This is an optimization exercise on Yosys and OpenROAD, whose aim is small area, a short achievable clock period and few clock cycles, not a production implementation.
In this exercise RTL edits were held to simulation tests only and were not proved equivalent to the original.

## flow/design.v (module list and top-level ports; edited modules follow where they fit)
// module muldiv_unit_mq: 1057 lines
module muldiv_unit_mq #(
  parameter int XLEN       = 32,
  parameter int HART_ID_W  = 1,
  parameter int REG_ADDR_W = 5
) (
  input  logic                  clk,
  input  logic                  rst_n,
  input  logic                  muldiv_start,
  input  logic [2:0]            muldiv_op,
  input  logic [XLEN-1:0]       muldiv_a,
  input  logic [XLEN-1:0]       muldiv_b,
  input  logic [HART_ID_W-1:0]  muldiv_hart_id,
  input  logic [REG_ADDR_W-1:0] muldiv_rd,
  input  logic                  muldiv_kill,
  input  logic [HART_ID_W-1:0]  muldiv_kill_hart_id,
  output logic                  muldiv_busy,
  output logic                  muldiv_done,
  output logic [XLEN-1:0]       muldiv_result,
  output logic [HART_ID_W-1:0]  muldiv_done_hart_id,
  output logic [REG_ADDR_W-1:0] muldiv_done_rd
);
  // ...
==> flow/run.sh <==
#!/bin/bash
# synth_recipe.tcl (not shown) runs the flow's synth.tcl, then flattens the netlist and writes it again
# the make line also repeats each setting of config.mk as NAME=value (left out here)
make -C /OpenROAD-flow-scripts/flow DESIGN_CONFIG=/design/flow/config.mk WORK_HOME=/design/flow/orfs CLKGATE_MAP_FILE= SYNTH_SCRIPT=/design/flow/synth_recipe.tcl finish
==> flow/config.mk <==
export PLATFORM = sky130hd
export DESIGN_NAME = muldiv_unit_mq
export DESIGN_NICKNAME = muldiv_unit_mq
export VERILOG_FILES = /design/flow/design.v
export SDC_FILE = /design/flow/constraint.sdc
export NUM_CORES = 4
export LEC_CHECK = 0
export ABC_AREA = 1
export CAP_MARGIN = 20
export CORE_MARGIN = 2
export CORE_UTILIZATION = 40
export SETUP_SLACK_MARGIN = 5
export SLEW_MARGIN = 20
==> flow/constraint.sdc <==
create_clock -name core_clock -period 10.0 [get_ports {clk}]
set_input_delay 2.0000 -clock core_clock [delete_from_list [all_inputs] [get_ports {clk}]]
set_output_delay 2.0000 -clock core_clock [all_outputs]
set_load 0.01 [all_outputs]
==> out/results.ini, run 1 <==
[yosys]
synth_common_cells=nand2_1, inv_1, nor2_1
synth-compound-area-share_pct=17.2
synth-seq-cells=294
synthAdderAreaFrac_pct=21.0
netlist_top_cells_area=fa_1, nand2_1, dfxtp_1
netlist_instances=5706
ys_seq_area_share_pct=17.4
syn-num-nets=6268

[run_status]
status=no timing/DRC/antenna violations

[cells_and_area]
layout_commonest_cell=nand2_1
multi_input_area_share_pct=63.6
antennaDiodeCount=5
fin_area_um2=45300
largest_class=multi-input gates
top_register=s_q

[run]
maxCapViolations=0

[sta]
period_minus_slack_ps=5120
fin_crit_sh_pct=51.2
slew_violations=0
worstMarginPinSlew_ps=1140
clock_skew_ps=43.0
fin_hold_ws_ps=326
setup_viol=0

[setup_path]
path_max_fanout=81
crit_path_end_kind=flop
path_delay_family=buffers and inverters
startpoint=muldiv_b[27]
rr_startpoint=za_q[0]

[placement]
placed_area_um2=41100
gp_congestion=1.02

[global_route]
grt_pass1_wl_um=270000
grt_pass1_vias=39400
met2_usage_pct=56.9

[routing]
wl_met2_um=80600
route.vias.total=41400
drt_wl_total_um=188000
wl_met1_um=70300

[floorplanning]
n_tap_cell=1276

[clocking]
postCtsResizedCells=198

Testbench counts, summed over its fixed seeds: cycles 5,124.
==> run 2, diff against run 1 <==
--- a/flow/design.v
+++ b/flow/design.v
@@ -37,27 +37,26 @@
   logic [63:0]           c_q;      
   logic                  zero_q;   
   logic                  neg_q;    
   logic                  skip_q;   
   logic kill_cur, last, accept;
   assign kill_cur    = muldiv_kill && (hart_q == muldiv_kill_hart_id);
   assign muldiv_busy = (st_q != ST_IDLE) && !last;
   assign accept      = muldiv_start && !muldiv_busy;
-  logic in_div, in_sgn, sa, sb, sym, a_short, b_short, swap, skip_in;
+  logic in_div, in_sgn, sa, sb, a_short, b_short, swap, skip_in;
   logic [31:0] a_abs, b_abs;
   assign in_div = muldiv_op[2];
   assign in_sgn = !muldiv_op[0];                                
   assign sa     = (muldiv_op[1:0] != 2'd3);                     
   assign sb     = !muldiv_op[1];                                
-  assign sym    = (sa == sb);                                   
   assign a_short = (muldiv_a[31:15] == '0) || (sa && (muldiv_a[31:15] == '1));
   assign b_short = (muldiv_b[31:15] == '0) || (sb && (muldiv_b[31:15] == '1));
-  assign swap    = sym && a_short && !b_short;
-  assign skip_in = b_short || (sym && a_short);
+  assign swap    = a_short && !b_short;
+  assign skip_in = b_short || a_short;
   assign a_abs  = (in_sgn && muldiv_a[31]) ? (32'd0 - muldiv_a) : muldiv_a;
   assign b_abs  = (in_sgn && muldiv_b[31]) ? (32'd0 - muldiv_b) : muldiv_b;
   function automatic logic [23:0] booth(input logic [16:0] bs);
     for (int j = 0; j < 8; j++) begin
       booth[3*j+2] = bs[2*j+2];
       booth[3*j+1] = bs[2*j+1] ^ bs[2*j];
       booth[3*j]   = (bs[2*j+2] & !bs[2*j+1] & !bs[2*j]) | (!bs[2*j+2] & bs[2*j+1] & bs[2*j]);
     end
==> out/results.ini, run 2 <==
[run_status]
status=no timing/DRC/antenna violations

[placement]
gp_congestion=1.02  ; -0.59%
portBuffers=117
place_hpwl_um=143000

[yosys]
ys.warnings.count=4
netlist_area_um2=38800
netlist_top_cells_area=fa_1, nand2_1, dfxtp_1
yosysTopAreaCellShare_pct=14.8
syn-num-nets=6259  ; -0.14%
synth.distinct_cells=62
avgSynthCellArea_um2=6.81
synth_edf_count=87
ys_async_sr_fraction_pct=1.70
yosys.area.top_type=fa_1
synth_common_cells=nand2_1, inv_1, nor2_1
yosysMostFrequentCell=nand2_1
synth-seq-cells=294  ; unchanged
ys_seq_area_share_pct=17.5  ; +0.083 points
netlist_instances=5697  ; -0.16%
synth-main-ff-cell=dfxtp_1

[cells_and_area]
top_regs=s_q (64), c_q (63), a_q (33)
largest_register_ffs=64
drive_gt1_share_pct=10.3
fin_nets=6337
layout_commonest_cell=nand2_1
final_cell_mix=nand2_1, inv_1, nor2_1
top_register=s_q
synthToLayoutAreaGrowth_pct=16.5

[global_route]
grt-ovfl-total=0
grt_pass1_wl_um=269000  ; -0.32%
antenna_found_initial=13
grt_max_degree=95
grt_pass1_vias=39300  ; -0.17%
track_usage_pct=36.9

[floorplanning]
die_y_um=315
dieArea_um2=99500
rows=114
core_um2=96400
io-pin-count=118
die_w_um=315
start_util_pct=40.2

[clocking]
clk_latency_ps=620
path_clk_slew_ps=70
cts_max_level=2
clkSinkCount=294
cts_tree=done
numCtsBuffers=41
clock_path_buffers=3
cts_hold_buffers=0
cts_root_buffer=clkbuf_16

[hold_path]
min_path_type=flop to flop

[routing]
drtIter0Drc=4807
routed_via_density=5.83
ant_nets=0
drc_errors=0
route.vias.total=41300  ; -0.14%
drtPass1Iterations=6
wire_per_inst_um=26.5
drt_wl_total_um=188000  ; about the same

[sta]
rsz0062_at_grt=yes
worstMarginPinSlew_ps=1260  ; +114 ps
fin_crit_sh_pct=52.1  ; +0.89 points
period_minus_slack_ps=5210  ; +88.6 ps
hold_viol_final=0
fin_hold_ws_ps=321  ; -4.89 ps
setup_viol=0  ; unchanged
slew_violations=0  ; unchanged
max_clock_freq_ghz=0.192
clock_skew_ps=32.2  ; -10.8 ps
slew_headroom_pct=16.0
finalSetupTns_ps=0

[setup_path]
cp.required_ps=10490
crit_type=flop to flop
cp_slowest_cell=edfxtp_1
start_kind=flop
arrival_ps=5700
crit_top_cell=nand2_2
slowest_delay_ps=420
path_max_fanout=6  ; -93%
crit_path_end_kind=flop

[run]
maxCapViolations=0  ; unchanged

[run 2: cell count changes after synthesis, moves of 18 or more]
cell and change:
nand2_2 -18, a21oi_1 -31, o21ai_1 -24, o21ai_0 +24, a31oi_1 +19
[run 2: through the flow]
stage          util [%]  setup WS [ps]  area (µm²)  cells
3_3_place_gp       42.5           3250       41000   6876
6_report           46.9           4790       45200   7087
5_1_grt            46.9           4540       45200   7085
4_1_cts            45.6           4820       44000   7027
2_1_floorplan         -           5000       38800   5697
3_5_place_dp       42.5           3220       41000   6876
[run 2: metal layers]
layer  wire length (µm)  vias to the layer above  track usage, %
li1                   -                    18600               -
met1              71800                    19700            45.8
met2              82200                     2420            57.6
met3              17100                      560            6.70
met4              16800                       20            27.0
met5                128                        -               0
[run 2: cell type report]
type / count / area, µm²
Fill cell: 10000 / 51200
Multi-Input combinational cell: 4199 / 28400
Sequential cell: 294 / 6780
Inverter: 907 / 3510
Timing Repair Buffer: 327 / 3310
Tap cell: 1276 / 1600
Clock buffer: 54 / 1210
Clock inverter: 22 / 328
Timing Repair inverter: 5 / 27.5
Antenna cell: 3 / 7.51
[run 2: worst paths after layout]
path                           from  endpoint  slack, ps  depth (start not counted)
min in group asynchronous     rst_n    done_q       1620                          1
max in group asynchronous     rst_n   st_q[1]       8180                          1
min reg2reg                frd_q[0]  drd_q[0]        320                          0
min                        frd_q[0]  drd_q[0]        320                          0
max                          b_q[0]   s_q[31]       4790                         42
max reg2reg                  b_q[0]   s_q[31]       4790                         42
[run 2: repair_timing]
item / in CTS / in global routing
buffers inserted: 62 / 49
gates cloned: 13 / 6
resized for setup: 211 / 196
setup endpoints to repair: 75 / 83
pin swaps: 32 / 69
[run 2: worst max-delay path: cells and delay by family (launching register included)]
kind                     cells  cell delay (ps)
AND/OR/NAND/NOR             25             1830
adder cells (fa/ha/maj)      5             1230
buffers and inverters        9             1210
flip-flops                   1              420
AO/OA/AOI/OAI                3              340
[run 2: kinds of logic after synthesis]
kind of cell             synth area share, %
AO/OA/AOI/OAI                           17.5
XOR/XNOR                                8.22
adder cells (fa/ha/maj)                 21.1
buffers and inverters                   11.9
flip-flops                              17.5
multiplexers                           0.652
AND/OR/NAND/NOR                         23.1
Testbench counts of run 2, summed over its fixed seeds: cycles 5,066.
==> run 3, diff against run 2 <==
==> flow/flow/run.sh (new file) <==
#!/bin/bash
set -euo pipefail
bash standard.sh SETUP_SLACK_MARGIN=5.4 "BUFFER_PORTS_ARGS=-buffer_cell sky130_fd_sc_hd__buf_2" finish > flow.log 2>&1
==> flow/standard.sh (new file) <==
#!/bin/bash
# synth_recipe.tcl (not shown) runs the flow's synth.tcl, then flattens the netlist and writes it again
# the make line also repeats each setting of config.mk as NAME=value (left out here)
make -C /OpenROAD-flow-scripts/flow DESIGN_CONFIG=/design/flow/config.mk WORK_HOME=/design/flow/orfs CLKGATE_MAP_FILE= SYNTH_SCRIPT=/design/flow/synth_recipe.tcl "${@:-finish}"
removed: flow/run.sh
==> out/results.ini, run 3 <==
[run_status]
status=no timing/DRC/antenna violations

[yosys]
netlist_area_um2=38800  ; unchanged
synth_common_cells=nand2_1, inv_1, nor2_1
yosysMostFrequentCell=nand2_1
synth-seq-cells=294  ; unchanged
synth-main-ff-cell=dfxtp_1
synth.distinct_cells=62  ; unchanged
ys.warnings.count=4  ; unchanged
synth_edf_count=87  ; unchanged
ys_seq_area_share_pct=17.5  ; unchanged
netlist_top_cells_area=fa_1, nand2_1, dfxtp_1
yosysTopAreaCellShare_pct=14.8  ; unchanged
netlist_instances=5697  ; unchanged
syn-num-nets=6259  ; unchanged
yosys.area.top_type=fa_1
avgSynthCellArea_um2=6.81  ; unchanged
ys_async_sr_fraction_pct=1.70  ; unchanged

[cells_and_area]
final_cell_mix=nand2_1, inv_1, nor2_1
fin_nets=6384  ; +0.74%
synthToLayoutAreaGrowth_pct=16.6  ; about the same
top_register=s_q
n_fill_cell=9918  ; -1.1%
top_regs=s_q (64), c_q (63), a_q (33)
regArea_um2=6780  ; unchanged
largest_register_ffs=64  ; unchanged
layout_commonest_cell=nand2_1
multi_input_area_um2=28700  ; +0.91%
drive_gt1_share_pct=13.7  ; +3.4 points

[routing]
drt_wl_total_um=187000  ; -0.35%
route.vias.total=41200  ; -0.23%
drc_errors=0  ; unchanged
wire_per_inst_um=26.2  ; -1.1%
drtIter0Drc=4813  ; +0.12%
routed_via_density=5.77  ; -0.97%
drtPass1Iterations=6  ; unchanged
ant_nets=0  ; unchanged

[setup_path]
crit_type=flop to flop
crit_path_end_kind=flop
cp.required_ps=10570  ; +80 ps
ff2ff_setup_slack_ps=4930  ; +130 ps
crit_top_cell=nand2_2
arrival_ps=5640  ; -60 ps
path_max_fanout=15  ; +9
slowest_delay_ps=560  ; +140 ps
start_kind=flop
cp_slowest_cell=fa_2

[clocking]
cts_max_level=2  ; unchanged
path_clk_slew_ps=70  ; about the same
clock_path_buffers=3  ; unchanged
clk_latency_ps=640  ; +20 ps
cts_root_buffer=clkbuf_16
cts_hold_buffers=0  ; unchanged
cts_tree=done
clkSinkCount=294  ; unchanged
numCtsBuffers=42  ; +2.4%

[hold_path]
min_path_type=flop to flop

[floorplanning]
die_y_um=315  ; unchanged
start_util_pct=40.2  ; unchanged
core_um2=96400  ; unchanged
dieArea_um2=99500  ; unchanged
io-pin-count=118  ; unchanged
die_w_um=315  ; unchanged
rows=114  ; unchanged

[sta]
slew_violations=0  ; unchanged
worstMarginPinSlew_ps=988  ; -271 ps
setup_viol=0  ; unchanged
hold_viol_final=0  ; unchanged
rsz0062_at_grt=yes
max_clock_freq_ghz=0.197  ; +2.6%
clock_skew_ps=19.1  ; -13.1 ps
finalSetupTns_ps=0  ; unchanged
fin_crit_sh_pct=50.7  ; -1.3 points
slew_headroom_pct=34.1  ; +18 points
period_minus_slack_ps=5070  ; -134 ps

[global_route]
grt_pass1_vias=39400  ; +0.19%
antenna_found_initial=9  ; -4
grt_max_degree=79  ; -17%
grt-ovfl-total=0  ; unchanged
track_usage_pct=36.8  ; -0.055 points
grt_pass1_wl_um=268000  ; -0.58%

[placement]
place_hpwl_um=139000  ; -3.2%
portBuffers=117  ; unchanged
gp_congestion=1.03  ; +1.4%

[run]
maxCapViolations=0  ; unchanged

-- run 3: cell counts after synthesis --
No cell type changed its count.
-- run 3: worst max-delay path, delay by kind of cell (launching register included) --
kind / cells / cell delay, ps
buf+inv: 7 / 620
compound gates: 6 / 850
simple gates: 18 / 1520
flops: 1 / 430
fa+ha+maj: 5 / 1570
-- run 3: cell families (layout without fill, tap and decap cells) --
kind of cell               Yosys count  in the layout  share of synthesized area, %
AOI/OAI and AO/OA                 1178           1178                          17.5
and+or+nand+nor                   2148           2149                          23.1
muxes                               25             25                         0.652
buffers and inverters             1205           1362                          11.9
other                                0              9                             0
xor gates and xnor gates           363            363                          8.22
adders and majority gates          484            484                          21.1
DFF                                294            294                          17.5
-- run 3: path summary, 6_finish.rpt --
path	from	to	depth (start not counted)
worst max register to register	b_q[0]	s_q[16]	36
worst min-delay path	frd_q[3]	drd_q[3]	0
worst max-delay path	b_q[0]	s_q[16]	36
max in group asynchronous	rst_n	st_q[0]	1
worst min register to register	frd_q[3]	drd_q[3]	0
min in group asynchronous	rst_n	done_q	1
-- run 3: final cells by class --
cell class,instances,share of cell area (%)
inverters,907,7.90
repair inverters,11,0.144
repair buffers,367,6.80
flip-flops and latches,294,15.0
clock inverters,22,0.482
diodes,9,0.0498
clock buffers,55,2.64
multi-input cells,4199,63.4
well taps,1276,3.53
-- run 3: through the flow --
stage	instance area (µm²)	cells	util (%)	hold WS, ps	worst slack, ps
5_1_grt	45200	7138	46.9	334	4750
6_report	45200	7140	46.9	326	4930
2_1_floorplan	39100	5697	-	310	5320
3_3_place_gp	40400	6863	41.9	313	3390
3_5_place_dp	40400	6863	41.9	312	3310
4_1_cts	44100	7095	45.8	327	5040
-- run 3: what timing repair did --
item                                    in CTS  in global routing
setup buffers                              135                 32
endpoints found under the setup margin     158                 97
cloned                                      20                  4
endpoints found under the hold margin        0                  0
resized for setup                          258                183
pin swaps                                   33                 57
-- run 3: layer usage --
| metal | wire length [µm] | GRT usage (%) |
|---|---|---|
| met1 | 69100 | 44.4 |
| met2 | 81100 | 57.2 |
| met3 | 18600 | 7.65 |
| met4 | 18500 | 29.4 |
| met5 | 23 | 0 |

## afterwards: timing with drivers on the ports
No port has a modelled driver above. Below, the same layouts with a new extraction and two added sets of constraints.
Step 1, drivers: a clkbuf_16 drives clk and a buf_2 each remaining input, both assumed.
Step 2, shift: input delay + t, output delay - t, t = (earliest + latest rising clock arrival at the registers) / 2. This alone moves slack from input paths to output paths.
Three values: ideal, step 1, step 2; two values: the first two.
| run | t (ns) | slack for setup (ns) | latest minus earliest clock arrival (ns) | worst slew at a driven data input, ns |
|---|---|---|---|---|
| run 1 | 0.688 | 4.880 / 4.899 / 4.244 | 0.045 / 0.045 | 0.07 |
| run 2 | 0.679 | 4.792 / 4.792 / 4.425 | 0.033 / 0.033 | 0.08 |
| run 3 | 0.712 | 4.926 / 4.926 / 4.787 | 0.019 / 0.019 | 0.09 |
After both steps every run listed still meets setup and hold. For run 1, which loses most, drivers alone change the setup slack by +0.019 ns; drivers and shift together by -0.636 ns.
